Source: an optimization exercise on an open RTL-to-GDS flow (aim: small area, a short achievable clock period and few clock cycles per item). Production flows keep margins and buffers that such runs may drop.

==> run a: inputs <==
==> flow/design.v <==
`default_nettype none
package dibw_pkg;
  typedef enum logic [2:0] {
    CMD_AND = 3'd0,
    CMD_OR  = 3'd1,
    CMD_XOR = 3'd2,
    CMD_NOT = 3'd3,
    CMD_SHL = 3'd4,
    CMD_SAR = 3'd5,
    CMD_SHR = 3'd6,
    CMD_NOP = 3'd7
  } cmd_t;
endpackage
`default_nettype wire
`default_nettype none
module dibw_shift_hi (
  input  wire logic [63:0] bits,
  output logic [38:0]      w
);
  logic [10:0] expo;
  logic        ok;
  logic [82:0] s0, s1, s2, s3, s4;
  always_comb begin
    expo = bits[62:52];
    ok   = (expo[10:7] == 4'b1000);
    s0   = {30'd0, ok, bits[51:0] & {52{ok}}};
    s1   = expo[6] ? (s0 << 64) : s0;
    s2   = expo[5] ? (s1 << 32) : s1;
    s3   = expo[4] ? (s2 << 16) : s2;
    s4   = expo[3] ? (s3 << 8)  : s3;
    w    = s4[82:44];
  end
endmodule
module dibw_shift_lo (
  input  wire logic [38:0] w,
  input  wire logic [2:0]  j,
  input  wire logic        one,
  output logic [31:0]      mag
);
  logic [38:0] t1, t2, t3;
  always_comb begin
    t1  = j[2] ? (w << 4)  : w;
    t2  = j[1] ? (t1 << 2) : t1;
    t3  = j[0] ? (t2 << 1) : t2;
    mag = {t3[38:8], t3[7] | one};
  end
endmodule
module dibw_cneg (
  input  wire logic [31:0] v,
  input  wire logic        s,
  output logic [31:0]      r
);
  assign r = s ? (32'd0 - v) : v;
endmodule
module dibw_lzc (
  input  wire logic [31:0] v,
  output logic [4:0]       lz
);
  logic [15:0] z1; logic [15:0] c1;
  logic [7:0]  z2; logic [15:0] c2;
  logic [3:0]  z3; logic [11:0] c3;
  logic [1:0]  z4; logic [7:0]  c4;
  always_comb begin
    for (int i = 0; i < 16; i++) begin
      z1[i] = !(v[2*i+1] | v[2*i]);
      c1[i] = !v[2*i+1];
    end
    for (int i = 0; i < 8; i++) begin
      z2[i]        = z1[2*i+1] & z1[2*i];
      c2[2*i +: 2] = z1[2*i+1] ? {1'b1, c1[2*i]} : {1'b0, c1[2*i+1]};
    end
    for (int i = 0; i < 4; i++) begin
      z3[i]        = z2[2*i+1] & z2[2*i];
      c3[3*i +: 3] = z2[2*i+1] ? {1'b1, c2[2*(2*i) +: 2]} : {1'b0, c2[2*(2*i+1) +: 2]};
    end
    for (int i = 0; i < 2; i++) begin
      z4[i]        = z3[2*i+1] & z3[2*i];
      c4[4*i +: 4] = z3[2*i+1] ? {1'b1, c3[3*(2*i) +: 3]} : {1'b0, c3[3*(2*i+1) +: 3]};
    end
    lz = z4[1] ? {1'b1, c4[3:0]} : {1'b0, c4[7:4]};
  end
endmodule
module dibw_alu (
  input  wire logic [2:0]  cmd,
  input  wire logic [31:0] a,
  input  wire logic [31:0] b,
  output logic [31:0]      r
);
  logic [31:0] x, y, rev_y;
  logic        fill;
  always_comb begin
    for (int i = 0; i < 32; i++) x[i] = (cmd == 3'd4) ? a[31 - i] : a[i];
    fill = (cmd == 3'd5) && a[31];
    y = b[4] ? {{16{fill}}, x[31:16]} : x;
    y = b[3] ? {{8{fill}},  y[31:8]}  : y;
    y = b[2] ? {{4{fill}},  y[31:4]}  : y;
    y = b[1] ? {{2{fill}},  y[31:2]}  : y;
    y = b[0] ? {fill,       y[31:1]}  : y;
    for (int i = 0; i < 32; i++) rev_y[i] = y[31 - i];
    case (cmd)
      3'd0:    r = a & b;
      3'd1:    r = a | b;
      3'd2:    r = a ^ b;
      3'd3:    r = ~a;
      3'd4:    r = rev_y;
      3'd5:    r = y;
      3'd6:    r = y;
      default: r = 32'd0;
    endcase
  end
endmodule
module dibw_mag (
  input  wire logic        uns,
  input  wire logic [31:0] w,
  output logic             neg,
  output logic [31:0]      m,
  output logic [4:0]       lz
);
  assign neg = !uns && w[31];
  dibw_cneg u_neg (.v(w), .s(neg), .r(m));
  dibw_lzc  u_lzc (.v(w ^ {32{neg}}), .lz(lz));
endmodule
module dibw_norm (
  input  wire logic        neg,
  input  wire logic [31:0] m,
  input  wire logic [4:0]  lz,
  output logic [63:21]     d
);
  logic [32:0] s;
  logic [4:0]  p;
  logic [10:0] expo;
  always_comb begin
    s    = {1'b0, m} << lz;
    p    = ~lz;
    expo = s[32] ? (11'd1024 + {6'd0, p}) : (11'd1023 + {6'd0, p});
    if (s[32:31] == 2'b00) d = '0;
    else d = {neg, expo, s[30:0]};
  end
endmodule
module double_int32_wrap_bitwise_alu_core (
  input  wire logic        clk,
  input  wire logic        rst,
  input  wire logic        in_valid,
  output logic             in_stall,
  input  wire logic [2:0]  command,
  input  wire logic [63:0] operand_a,
  input  wire logic [63:0] operand_b,
  output logic             out_valid,
  input  wire logic        out_stall,
  output logic [63:0]      result_double,
  output logic [31:0]      result_word,
  output logic             result_unsigned
);
  logic           v1, v2, v3, v4;
  dibw_pkg::cmd_t cmd1;
  logic [38:0]    wa1, wb1;
  logic [2:0]     ja1, jb1;
  logic           oa1, ob1, sa1, sb1;
  dibw_pkg::cmd_t cmd2;
  logic [31:0]    a2, b2;
  logic [31:0]    r3;
  logic           uns3;
  logic [31:0]    m4;
  logic [4:0]     lz4;
  logic           neg4, uns4;
  logic           adv;
  logic [38:0]  wa0, wb0;
  logic [31:0]  ma, mb, a, b, r, m;
  logic [4:0]   lz;
  logic         neg;
  logic [63:21] dbl;
  assign adv      = !(v4 && out_stall);
  assign in_stall = !adv;
  dibw_shift_hi u_hi_a (.bits(operand_a), .w(wa0));
  dibw_shift_hi u_hi_b (.bits(operand_b), .w(wb0));
  dibw_shift_lo u_lo_a (.w(wa1), .j(ja1), .one(oa1), .mag(ma));
  dibw_shift_lo u_lo_b (.w(wb1), .j(jb1), .one(ob1), .mag(mb));
  dibw_cneg     u_ng_a (.v(ma), .s(sa1), .r(a));
  dibw_cneg     u_ng_b (.v(mb), .s(sb1), .r(b));
  dibw_alu      u_alu  (.cmd(cmd2), .a(a2), .b(b2), .r(r));
  dibw_mag      u_mag  (.uns(uns3), .w(r3), .neg(neg), .m(m), .lz(lz));
  dibw_norm     u_norm (.neg(neg4), .m(m4), .lz(lz4), .d(dbl));
  dibw_cneg     u_word (.v(m4), .s(neg4), .r(result_word));
  always_ff @(posedge clk) begin
    if (rst) begin
      v1 <= 1'b0;
      v2 <= 1'b0;
      v3 <= 1'b0;
      v4 <= 1'b0;
    end else if (adv) begin
      v1 <= in_valid;
      v2 <= v1;
      v3 <= v2;
      v4 <= v3;
    end
    if (adv) begin
      cmd1            <= dibw_pkg::cmd_t'(command);
      wa1             <= wa0;
      ja1             <= operand_a[54:52];
      oa1             <= (operand_a[62:52] == 11'd1023);
      sa1             <= operand_a[63];
      wb1             <= wb0;
      jb1             <= operand_b[54:52];
      ob1             <= (operand_b[62:52] == 11'd1023);
      sb1             <= operand_b[63];
      cmd2            <= cmd1;
      a2              <= a;
      b2              <= b;
      r3              <= r;
      uns3            <= (cmd2 == dibw_pkg::CMD_SHR);
      m4              <= m;
      lz4             <= lz;
      neg4            <= neg;
      uns4            <= uns3;
    end
  end
  assign out_valid       = v4;
  assign result_unsigned = uns4;
  assign result_double   = {dbl, 21'd0};
endmodule
`default_nettype wire
==> flow/run.sh <==
#!/bin/bash
# synth_recipe.tcl (not shown) runs the flow's synth.tcl, then flattens the netlist and writes it again
# the make line also repeats each setting of config.mk as NAME=value (left out here)
make -C /OpenROAD-flow-scripts/flow DESIGN_CONFIG=/design/flow/config.mk WORK_HOME=/design/flow/orfs CLKGATE_MAP_FILE= SYNTH_SCRIPT=/design/flow/synth_recipe.tcl finish
==> flow/config.mk <==
export PLATFORM = sky130hd
export DESIGN_NAME = double_int32_wrap_bitwise_alu_core
export DESIGN_NICKNAME = double_int32_wrap_bitwise_alu_core
export VERILOG_FILES = /design/flow/design.v
export SDC_FILE = /design/flow/constraint.sdc
export NUM_CORES = 4
export LEC_CHECK = 0
export CAP_MARGIN = 20
export CORE_MARGIN = 2
export CORE_UTILIZATION = 40
export SLEW_MARGIN = 20
==> flow/constraint.sdc <==
create_clock -name core_clock -period 5.0 [get_ports {clk}]
set_input_delay 1.0000 -clock core_clock [delete_from_list [all_inputs] [get_ports {clk}]]
set_output_delay 1.0000 -clock core_clock [all_outputs]
set_load 0.01 [all_outputs]
==> run b: changes against run a <==
==> flow/flow/run.sh (new file) <==
#!/bin/bash
# Standard flow, except that the port buffers are buf_2 cells (not the default
# delay-buffer cells) and the resizer may swap cells across footprints.
set -uo pipefail
bash standard.sh MATCH_CELL_FOOTPRINT=0 "BUFFER_PORTS_ARGS=-buffer_cell sky130_fd_sc_hd__buf_2" finish > standard.log 2>&1
==> flow/standard.sh (new file) <==
#!/bin/bash
# synth_recipe.tcl (not shown) runs the flow's synth.tcl, then flattens the netlist and writes it again
# the make line also repeats each setting of config.mk as NAME=value (left out here)
make -C /OpenROAD-flow-scripts/flow DESIGN_CONFIG=/design/flow/config.mk WORK_HOME=/design/flow/orfs CLKGATE_MAP_FILE= SYNTH_SCRIPT=/design/flow/synth_recipe.tcl "${@:-finish}"
removed: flow/run.sh
==> run c: changes against run a <==
==> flow/flow/run.sh (new file) <==
#!/bin/bash
# Standard flow, except that the port buffers are buf_2 cells (not the default
# delay-buffer cells) and the resizer may swap cells across footprints.
set -uo pipefail
bash standard.sh MATCH_CELL_FOOTPRINT=0 "BUFFER_PORTS_ARGS=-buffer_cell sky130_fd_sc_hd__buf_2" finish > standard.log 2>&1
==> flow/standard.sh (new file) <==
#!/bin/bash
# synth_recipe.tcl (not shown) runs the flow's synth.tcl, then flattens the netlist and writes it again
# the make line also repeats each setting of config.mk as NAME=value (left out here)
make -C /OpenROAD-flow-scripts/flow DESIGN_CONFIG=/design/flow/config.mk WORK_HOME=/design/flow/orfs CLKGATE_MAP_FILE= SYNTH_SCRIPT=/design/flow/synth_recipe.tcl "${@:-finish}"
Settings changed: SETUP_SLACK_MARGIN from default to 1.2.
removed: flow/run.sh
==> flow_metrics.tcl <==
set metrics [dict create \
    grt_pass1_wl_um 119000 \
    p_int_mw 7.31 \
    avgRoutedWirePerCell_um 21.4 \
    relSlewSlack_pct 29.3 \
    holdPathEnd "cmd2[0]$_DFFE_PN_" \
    wl_um 76800 \
    drtIter0Drc 1832 \
    min_from "cmd1[0]$_DFFE_PN_" \
    antenna_found_initial 0 \
    status "timing/DRC/antenna clean" \
    grt_pass1_vias 21200 \
]
-- figures above: run c

==> flow_metrics.tcl <==
set metrics [dict create \
    status "timing/DRC/antenna clean" \
    p_int_mw 6.82 \
    grt_pass1_wl_um 120000 \
    avgRoutedWirePerCell_um 21.4 \
    powerComb_mw 6.51 \
    vias 22000 \
    drtIter0Drc 2081 \
    holdPathEnd "cmd2[2]$_DFFE_PN_" \
    grt_pass1_vias 20900 \
    n_fill_cell 5757 \
    antenna_found_initial 3 \
    ir_worst_vdd_v 0.000338 \
    relSlewSlack_pct 28.7 \
    wl_um 76200 \
    clk_pin_slew_ns 0.06 \
]
-- figures above: run a

==> flow_metrics.tcl <==
set metrics [dict create \
    status "timing/DRC/antenna clean" \
    holdPathEnd "cmd2[2]$_DFFE_PN_" \
    antenna_found_initial 2 \
    grt_pass1_wl_um 116000 \
    min_from "cmd1[2]$_DFFE_PN_" \
    wl_um 73700 \
    p_int_mw 6.38 \
    relSlewSlack_pct 28.5 \
]
-- figures above: run b

No run of this note included a check of the RTL's function; only the layout flow was run.

re-timing with driven ports:
In the flow no input, the clock included, has a driving cell. The finished layouts below were timed again as built, in two steps. Step 1 sets driving cells, clkbuf_16 on the clock port and buf_2 on the other inputs (assumed; they add their load-dependent delay and slew). Step 2 also shifts input and output timing later by t, the mid clock arrival at the registers, as if the neighbouring blocks saw the same clock. Slacks: ideal ports / drivers / drivers and shift; pairs: ideal ports / drivers.
run | shift t [ns] | setup WS [ns] | hold slack, ns | worst setup path at the end | worst register clock-pin slew, ns
run a | 0.628 | 0.140 / 0.082 / 0.710 | 0.431 / 0.431 / 0.431 | register to output | 0.07 / 0.07
run b | 0.627 | 0.167 / 0.104 / 0.731 | 0.429 / 0.429 / 0.429 | register to output | 0.07 / 0.07
run c | 0.611 | 0.380 / 0.321 / 0.931 | 0.418 / 0.418 / 0.418 | register to output | 0.07 / 0.07
After both steps setup and hold are still met in every run listed.
